What follows belongs to an exercise in optimizing a design on an open flow for small area, a short achievable clock period and few clock cycles; a production flow would make more cautious choices.
Function was checked by simulation only, so behaviour that the tests miss may differ from the original.

Setup of main:
## cosinos_core
module cosinos_core (
  input  logic            clk,
  input  logic            rst,
  input  logic            start,
  input  logic [cosinos_pkg::X_W-1:0]  x,
  input  logic [cosinos_pkg::Y_W-1:0]  y,
  output logic [1:0]      intpart,
  output logic [7:0]      fracpart,
  output logic            done
);
Size in the first run: ~0.022 mm² of cells after synthesis.
Settings: LEC_CHECK=0, CAP_MARGIN=20, CORE_MARGIN=2, CORE_UTILIZATION=40, SETUP_SLACK_MARGIN=5, SLEW_MARGIN=20, SYNTH_HIERARCHICAL=1; clock period 11.0 ns.
run.sh (not shown) runs the stock make flow with config.mk's settings and CLKGATE_MAP_FILE= SYNTH_SCRIPT=/design/flow/synth_recipe.tcl, a recipe that flattens the netlist after the stock synthesis.
main ran to completion and came out clean on the timing, design-rule and antenna checks.
Testbench counts of main, summed over its fixed seeds: cycles 14,976.
Here is what was changed in the inputs of the feature branch compared with main.
Settings: PLACE_DENSITY: unset -> 0.7; CORE_UTILIZATION: 40 -> 55.
### Flow results
Compared with main, the feature branch improves full die area. Compared with main, in the feature branch latest clock arrival within the worst-skew pair held, design area went down 540 µm². Going from main to the feature branch, maximum clock frequency was more or less identical; least setup slack across all paths after layout rose 0.015 ns; multi-input logic portion of the cell area picked up an extra 1.7 points; first-pass GRT wire length has decreased.

---

## try-amber
Another version of the RTL of cosinos_core (not shown whole).
Size in the first run: roughly 2400 cells after synthesis, about 120 flip-flops, ~22000 um^2 of cells after synthesis.
==> flow/design.v (excerpt) <==
module cosinos_core (
  input  logic            clk,
  input  logic            rst,
  input  logic            start,
  input  logic [cosinos_pkg::X_W-1:0]  x,
  input  logic [cosinos_pkg::Y_W-1:0]  y,
  output logic [1:0]      intpart,
  output logic [7:0]      fracpart,
  output logic            done
);
Settings: LEC_CHECK=0, CAP_MARGIN=5, CORE_MARGIN=2, CORE_UTILIZATION=60, PLACE_DENSITY=0.75, SETUP_SLACK_MARGIN=5, SLEW_MARGIN=5, SYNTH_HIERARCHICAL=1; clock period 11.0 ns.
Both conditions hold for try-amber: the flow ran to the end and the final layout passed the timing, design-rule and antenna checks.
Testbench counts of try-amber, summed over its fixed seeds: cycles 14,976.
What try-raven does differently from try-amber at the input level:
-- flow/config.mk --
<<< try-amber, line 8
export CAP_MARGIN = 5
>>> try-raven, line 8
export CAP_MARGIN = 20
<<< try-amber, line 10
export CORE_UTILIZATION = 60
export PLACE_DENSITY = 0.75
>>> try-raven, line 10
export CORE_UTILIZATION = 40
<<< try-amber, line 13
export SLEW_MARGIN = 5
>>> try-raven, line 12
export SLEW_MARGIN = 20
Against try-amber, try-raven comes in about 80% higher on count of filler cells inserted in the layout.
Changes in try-umber relative to try-raven:
-- flow/config.mk --
<<< try-raven, line 10
export CORE_UTILIZATION = 40
>>> try-umber, line 10
export CORE_UTILIZATION = 60
export PLACE_DENSITY = 0.75
Results
- try-umber vs try-raven: global-route usage up in try-umber
- Row wire length of the first global-routing pass: try-umber lower / try-raven higher
- Non-clock buffer count in the final layout: try-umber and try-raven compared, higher one is try-umber
- Largest fanout of any net on the critical path was lower in try-raven than in try-umber.
- try-umber vs. try-raven: post-cts repair resize count went up by about 2%.
- Against try-raven, setup slack in try-umber came out worse.
- Period utilization in try-umber is 0.64 points above try-raven.
- Re count of buffer and inverter cells on the critical path: try-umber is 2 down on try-raven.
- Worst slack at placement deteriorates in try-umber relative to try-raven.
- From try-raven to try-umber, total CTS buffers did not move at all.

---

## trial 50
cosinos_core, a different RTL version from the one above (not shown whole).
Size in the first run: about 120 flip-flops.
Settings: LEC_CHECK=0, CAP_MARGIN=20, CORE_MARGIN=2, CORE_UTILIZATION=40, SETUP_SLACK_MARGIN=5, SLEW_MARGIN=20, SYNTH_HIERARCHICAL=1; clock period 11.0 ns.
Trial 50: done, clean on timing, DRC and antenna
Testbench counts of trial 50, summed over its fixed seeds: cycles 14,976.
The following lists how build 62 was set up differently from trial 50:
# trial 50
export LEC_CHECK = 0
export CAP_MARGIN = 20
export CORE_MARGIN = 2
export CORE_UTILIZATION = 40
export SETUP_SLACK_MARGIN = 5
export SLEW_MARGIN = 20
export SYNTH_HIERARCHICAL = 1
create_clock -name core_clock -period 11.0 [get_ports {clk}]
# build 62
export LEC_CHECK = 0
export CAP_MARGIN = 20
export CORE_MARGIN = 2
export CORE_UTILIZATION = 40
export SETUP_SLACK_MARGIN = 4
export SLEW_MARGIN = 20
export SYNTH_HIERARCHICAL = 1
create_clock -name core_clock -period 11.0 [get_ports {clk}]
## What came out
- What build 62 reported for non-clock buffer count has to be multiplied by 1.6 to get the figure for trial 50.

## re-timing with driven ports
How much do the figures lean on ideal ports? The routed layouts below were timed once more, with nothing changed but the port constraints. Step 1 sets driving cells, clkbuf_16 on the clock port and buf_2 on the other inputs (assumed; they add their load-dependent delay and slew). Step 2 also shifts input and output timing later by t, the mid clock arrival at the registers, as if the neighbouring blocks saw the same clock. Three values: no drivers, after step 1, after step 2; two values: the first two.
| run | shift t [ns] | setup WS [ns] | slew at the worst register clock pin (ns) | worst slew at a driven data input, ns | cell pins on the clock port's net |
|---|---|---|---|---|---|
| main | 0.491 | 4.874 / 4.815 / 4.777 | 0.06 / 0.06 | 0.03 | 1 |
| the feature branch | 0.479 | 4.890 / 4.840 / 4.756 | 0.06 / 0.06 | 0.03 | 1 |
| try-amber | 0.466 | 5.052 / 5.052 / 4.792 | 0.06 / 0.06 | 0.04 | 1 |
| try-raven | 0.477 | 5.122 / 5.070 / 4.758 | 0.06 / 0.06 | 0.03 | 1 |
| try-umber | 0.466 | 5.052 / 5.052 / 4.792 | 0.06 / 0.06 | 0.04 | 1 |
| trial 50 | 0.480 | 4.973 / 4.973 / 4.700 | 0.07 / 0.07 | 0.04 | 1 |
| build 62 | 0.473 | 4.233 / 4.224 / 3.975 | 0.06 / 0.06 | 0.04 | 1 |
After both steps every run listed still meets setup and hold. For try-raven, which loses most, drivers alone change the setup slack by -0.052 ns; drivers and shift together by -0.364 ns.
